Context: an optimization exercise on an open-source flow, tuned for small area and a short achievable clock period. The choices shown serve that exercise and are no tape-out recipe. No driver is modelled on the clock port, so clocking that relies on it looks cheaper here than on a real chip. Power is estimated from default activity; no workload was simulated.

Design axis_boxcar_fir_mc, start of the top module:
module axis_boxcar_fir_mc #(
  parameter int CH        = 2,
  parameter int DW_IN     = 32,
  parameter int DW_OUT    = 32,
  parameter int LEN_L_MAX = 6,
  parameter int DECI_W    = 16,
  localparam int LW       = $clog2(LEN_L_MAX + 1)
) (
  input  logic                   a_clk,
  input  logic                   a_reset,
  input  logic [LW-1:0]          len_l,
  input  logic [DECI_W-1:0]      deci,
  input  logic                   next_dv,
  input  logic [CH*DW_IN-1:0]    S_AXIS_tdata,
  input  logic                   S_AXIS_tvalid,
  output logic [CH*DW_OUT-1:0]   M_AXIS_tdata,
  output logic                   M_AXIS_tvalid,
  input  logic                   M_AXIS_tready,
  output logic                   overrun
);
Settings: LEC_CHECK=0, CAP_MARGIN=20, CORE_MARGIN=2, CORE_UTILIZATION=40, CTS_CLUSTER_DIAMETER=70, CTS_CLUSTER_SIZE=25, SLEW_MARGIN=20, SYNTH_MEMORY_MAX_BITS=8192; clock period 8.5 ns.
standard.sh (not shown) runs the stock make flow with config.mk's settings and CLKGATE_MAP_FILE= SYNTH_SCRIPT=/design/flow/synth_recipe.tcl, a recipe that flattens the netlist after the stock synthesis.
==> flow/flow/run.sh <==
#!/bin/bash
# Standard ORFS layout with a few repair knobs changed: resizing may swap cells
# of different footprints, ports are buffered with a plain buffer cell, the
# setup repair aims at the given slack margin, and a fanout limit is set before
# placement, resizing, CTS and global routing.
set -euo pipefail
H=$PWD/flow/fanout.tcl
bash standard.sh MATCH_CELL_FOOTPRINT=0 "BUFFER_PORTS_ARGS=-buffer_cell sky130_fd_sc_hd__buf_4" SETUP_SLACK_MARGIN=5.6 \
  PRE_GLOBAL_PLACE_TCL=$H PRE_RESIZE_TCL=$H PRE_CTS_TCL=$H PRE_GLOBAL_ROUTE_TCL=$H finish > make_finish.log 2>&1
==> flow/flow/fanout.tcl <==
# Limit fanout so that repair_design builds balanced buffer trees for wide
# nets (the sample-accept enable drives every delay-line register).
set_max_fanout 24 [current_design]
The baseline produced a clean layout.
Edit:
==> flow/flow/run.sh (replaced) <==
#!/bin/bash
# Standard ORFS layout with a few repair knobs changed: resizing may swap cells
# of different footprints, ports are buffered with a plain buffer cell, and the
# setup repair aims at the given slack margin.
set -euo pipefail
bash standard.sh MATCH_CELL_FOOTPRINT=0 "BUFFER_PORTS_ARGS=-buffer_cell sky130_fd_sc_hd__buf_4" SETUP_SLACK_MARGIN=5 finish > make_finish.log 2>&1
removed: flow/flow/fanout.tcl
After rerunning:
- global-route usage decreases by 0.37 points
- synthesized area stays the same
- die area does not change
- worst setup slack is better by 0.0074 ns
- clock-buffer cell count goes up by 6
- final area decreases by 5.0%
- combinational power is lower by 19%
No run of this note included a check of the RTL's function; only the layout flow was run.

== north ==
The RTL this note starts from:
==> flow/design.v <==
module axis_boxcar_fir_mc #(
  parameter int CH        = 2,
  parameter int DW_IN     = 32,
  parameter int DW_OUT    = 32,
  parameter int LEN_L_MAX = 6,
  parameter int DECI_W    = 16,
  localparam int LW       = $clog2(LEN_L_MAX + 1)
) (
  input  logic                   a_clk,
  input  logic                   a_reset,
  input  logic [LW-1:0]          len_l,
  input  logic [DECI_W-1:0]      deci,
  input  logic                   next_dv,
  input  logic [CH*DW_IN-1:0]    S_AXIS_tdata,
  input  logic                   S_AXIS_tvalid,
  output logic [CH*DW_OUT-1:0]   M_AXIS_tdata,
  output logic                   M_AXIS_tvalid,
  input  logic                   M_AXIS_tready,
  output logic                   overrun
);
  localparam int DEPTH = 2 ** LEN_L_MAX;
  localparam int FW    = LEN_L_MAX + 1;
  localparam int SW    = DW_IN + LEN_L_MAX;
  localparam int NL    = LEN_L_MAX + 1;
  function automatic logic [SW-1:0] sx(input logic [DW_IN-1:0] v);
    sx = {{LEN_L_MAX{v[DW_IN-1]}}, v};
  endfunction
  logic [CH*DW_IN-1:0]       line_r [DEPTH];
  logic [FW-1:0]             fill_r;
  logic                      full_r;
  logic                      almost_r;
  logic [DECI_W-1:0]         drem_r;
  logic                      dz_r;
  logic [LW-1:0]             len_q_r;
  logic [NL-1:0]             lsel_r;
  logic [DECI_W-1:0]         deci_q_r;
  logic [DECI_W-1:0]         dm_q_r;
  logic                      dmz_q_r;
  logic [SW-1:0]             sum_r   [CH];
  logic                      s1_vld_r;
  logic                      nb_r;
  logic [LW-1:0]             len_c_s;
  logic [NL-1:0]             lsel_s;
  logic                      accept_s;
  logic                      restart_s;
  logic [FW-1:0]             winq_s;
  logic                      step_nr_s;
  logic                      emit_nr_s;
  logic [DECI_W-1:0]         dm_s;
  logic                      dmz_s;
  logic                      step_rs_s;
  logic                      emit_rs_s;
  logic [FW-1:0]             fill_n_s;
  logic                      full_n_s;
  logic                      almost_n_s;
  logic [DECI_W-1:0]         drem_n_s;
  logic                      dz_n_s;
  logic                      emit_s;
  logic [SW-1:0]             bias_s;
  logic [CH*DW_IN-1:0]       old_s;
  logic [SW-1:0]             sub_s   [CH];
  logic [SW-1:0]             sum_n_s [CH];
  logic [CH*DW_OUT-1:0]      out_s;
  logic                      load_s;
  always_comb begin
    if (len_l > LW'(LEN_L_MAX)) begin
      len_c_s = LW'(LEN_L_MAX);
    end else begin
      len_c_s = len_l;
    end
    for (int l = 0; l < NL; l++) begin
      lsel_s[l] = (len_c_s == LW'(l));
    end
    accept_s  = S_AXIS_tvalid & next_dv;
    restart_s = (len_c_s != len_q_r) || (deci != deci_q_r);
    bias_s    = '0;
    for (int l = 1; l < NL; l++) begin
      bias_s[l-1] = lsel_r[l];
    end
    dm_s  = (deci > DECI_W'(1)) ? (deci - DECI_W'(1)) : '0;
    dmz_s = (deci <= DECI_W'(1));
  end
  always_comb begin
    winq_s    = FW'(1) << len_q_r;
    step_nr_s = accept_s && (full_r || almost_r);
    emit_nr_s = step_nr_s && dz_r;
    step_rs_s = accept_s && lsel_s[0];
    emit_rs_s = step_rs_s && dmz_s;
    if (restart_s) begin
      fill_n_s   = accept_s ? FW'(1) : FW'(0);
      full_n_s   = accept_s && lsel_s[0];
      almost_n_s = accept_s ? lsel_s[1] : lsel_s[0];
      if (step_rs_s && !dmz_s) begin
        drem_n_s = dm_s - DECI_W'(1);
        dz_n_s   = (dm_s == DECI_W'(1));
      end else begin
        drem_n_s = dm_s;
        dz_n_s   = dmz_s;
      end
      emit_s     = emit_rs_s;
    end else begin
      if (accept_s && !full_r) begin
        fill_n_s   = fill_r + FW'(1);
        full_n_s   = almost_r;
        almost_n_s = (fill_r + FW'(2) == winq_s);
      end else begin
        fill_n_s   = fill_r;
        full_n_s   = full_r;
        almost_n_s = almost_r;
      end
      if (step_nr_s) begin
        if (dz_r) begin
          drem_n_s = dm_q_r;
          dz_n_s   = dmz_q_r;
        end else begin
          drem_n_s = drem_r - DECI_W'(1);
          dz_n_s   = (drem_r == DECI_W'(1));
        end
      end else begin
        drem_n_s = drem_r;
        dz_n_s   = dz_r;
      end
      emit_s     = emit_nr_s;
    end
  end
  always_comb begin
    old_s = '0;
    for (int l = 0; l < NL; l++) begin
      old_s = old_s | (line_r[(1 << l) - 1] & {(CH*DW_IN){lsel_r[l]}});
    end
  end
  always_comb begin
    for (int c = 0; c < CH; c++) begin
      if (full_r) begin
        sub_s[c] = ~sx(old_s[c*DW_IN +: DW_IN]);
      end else if (nb_r) begin
        sub_s[c] = bias_s;
      end else begin
        sub_s[c] = '0;
      end
      if (restart_s) begin
        sum_n_s[c] = accept_s ? sx(S_AXIS_tdata[c*DW_IN +: DW_IN]) : '0;
      end else if (accept_s) begin
        sum_n_s[c] = sum_r[c] + sx(S_AXIS_tdata[c*DW_IN +: DW_IN]) + sub_s[c]
                   + SW'(full_r);
      end else begin
        sum_n_s[c] = sum_r[c];
      end
    end
  end
  always_comb begin
    out_s = '0;
    for (int c = 0; c < CH; c++) begin
      for (int l = 0; l < NL; l++) begin
        out_s[c*DW_OUT +: DW_OUT] = out_s[c*DW_OUT +: DW_OUT]
            | (DW_OUT'(sum_r[c][l +: DW_IN]) & {DW_OUT{lsel_r[l]}});
      end
    end
    load_s = s1_vld_r && !restart_s;
  end
  always_ff @(posedge a_clk) begin
    if (accept_s) begin
      line_r[0] <= S_AXIS_tdata;
      for (int i = 1; i < DEPTH; i++) begin
        line_r[i] <= line_r[i-1];
      end
    end
  end
  always_ff @(posedge a_clk) begin
    if (a_reset) begin
      fill_r        <= '0;
      full_r        <= 1'b0;
      almost_r      <= 1'b1;
      drem_r        <= '0;
      dz_r          <= 1'b1;
      len_q_r       <= '0;
      lsel_r        <= NL'(1);
      deci_q_r      <= '0;
      dm_q_r        <= '0;
      dmz_q_r       <= 1'b1;
      s1_vld_r      <= 1'b0;
      nb_r          <= 1'b0;
      M_AXIS_tdata  <= '0;
      M_AXIS_tvalid <= 1'b0;
      overrun       <= 1'b0;
      for (int c = 0; c < CH; c++) begin
        sum_r[c] <= '0;
      end
    end else begin
      len_q_r  <= len_c_s;
      lsel_r   <= lsel_s;
      deci_q_r <= deci;
      dm_q_r   <= dm_s;
      dmz_q_r  <= dmz_s;
      fill_r   <= fill_n_s;
      full_r   <= full_n_s;
      almost_r <= almost_n_s;
      drem_r   <= drem_n_s;
      dz_r     <= dz_n_s;
      s1_vld_r <= emit_s;
      if (restart_s) begin
        nb_r <= 1'b1;
      end else if (accept_s) begin
        nb_r <= 1'b0;
      end
      for (int c = 0; c < CH; c++) begin
        sum_r[c] <= sum_n_s[c];
      end
      if (load_s) begin
        M_AXIS_tdata  <= out_s;
        M_AXIS_tvalid <= 1'b1;
        if (M_AXIS_tvalid && !M_AXIS_tready) begin
          overrun <= 1'b1;
        end
      end else if (M_AXIS_tvalid && M_AXIS_tready) begin
        M_AXIS_tvalid <= 1'b0;
      end
    end
  end
endmodule
==> flow/config.mk <==
export PLATFORM = sky130hd
export DESIGN_NAME = axis_boxcar_fir_mc
export DESIGN_NICKNAME = axis_boxcar_fir_mc
export VERILOG_FILES = /design/flow/design.v
export SDC_FILE = /design/flow/constraint.sdc
export NUM_CORES = 4
export LEC_CHECK = 0
export CAP_MARGIN = 20
export CORE_MARGIN = 2
export CORE_UTILIZATION = 65
export SETUP_SLACK_MARGIN = 5
export SLEW_MARGIN = 20
export SYNTH_MEMORY_MAX_BITS = 8192
==> flow/constraint.sdc <==
create_clock -name core_clock -period 8.5 [get_ports {a_clk}]
set_input_delay 1.7000 -clock core_clock [delete_from_list [all_inputs] [get_ports {a_clk}]]
set_output_delay 1.7000 -clock core_clock [all_outputs]
set_load 0.01 [all_outputs]
run.sh (not shown) runs the stock make flow with config.mk's settings and CLKGATE_MAP_FILE= SYNTH_SCRIPT=/design/flow/synth_recipe.tcl, a recipe that flattens the netlist after the stock synthesis.
Stock flow here: none of the scripts above is used.
Setup changes, north to south
- CORE_UTILIZATION: 65 -> 40
==> run summary <==
- Against north, worst ir drop on vdd in south fell by a few percent.
- north: full flow OK, the timing, DRC and antenna checks passed
- Both conditions hold for south: the flow ran to the end and the final layout passed the timing, DRC and antenna checks.
- Going from north to south, combinational power share now sits higher, required time of the worst setup path moved up, post-route cell area increased by 2.1% relative to the old numbers, final standard cell utilization of the core shrank by 28 points.
- Compared with north, in south wire length higher, total power lower.
Function was not checked in any run of this note: the RTL went through the layout flow alone.

-- port drivers added, routing unchanged --
Ports are ideal in the flow. The routed layouts listed here were re-timed in OpenROAD. Step 1 assumes that a clkbuf_16 drives the clock port and a buf_2 every other input. Step 2 times the ports against the registers' clock, not the clock port: input delays grow and output delays shrink by t, the midpoint of the rising clock arrivals with the driver on. Slacks: no drivers / after step 1 / after step 2; pairs: no drivers / after step 1.
| run | t, ns | setup WS [ns] | worst setup path at the end | worst slew at a driven data input, ns |
|---|---|---|---|---|
| the first run of note 1 | 1.016 | 4.927 / 4.860 / 3.844 | input to register | 0.35 |
| the second run of note 1 | 1.022 | 4.935 / 4.691 / 3.669 | input to register | 0.44 |
| north | 1.026 | 4.255 / 4.255 / 3.279 | input to register | 0.21 |
| south | 1.010 | 4.307 / 4.243 / 3.233 | input to register | 0.26 |
After both steps setup and hold are still met in every run listed. The setup slack of the second run of note 1, which loses most, moves by -0.244 ns with the drivers and by -1.266 ns with both steps.
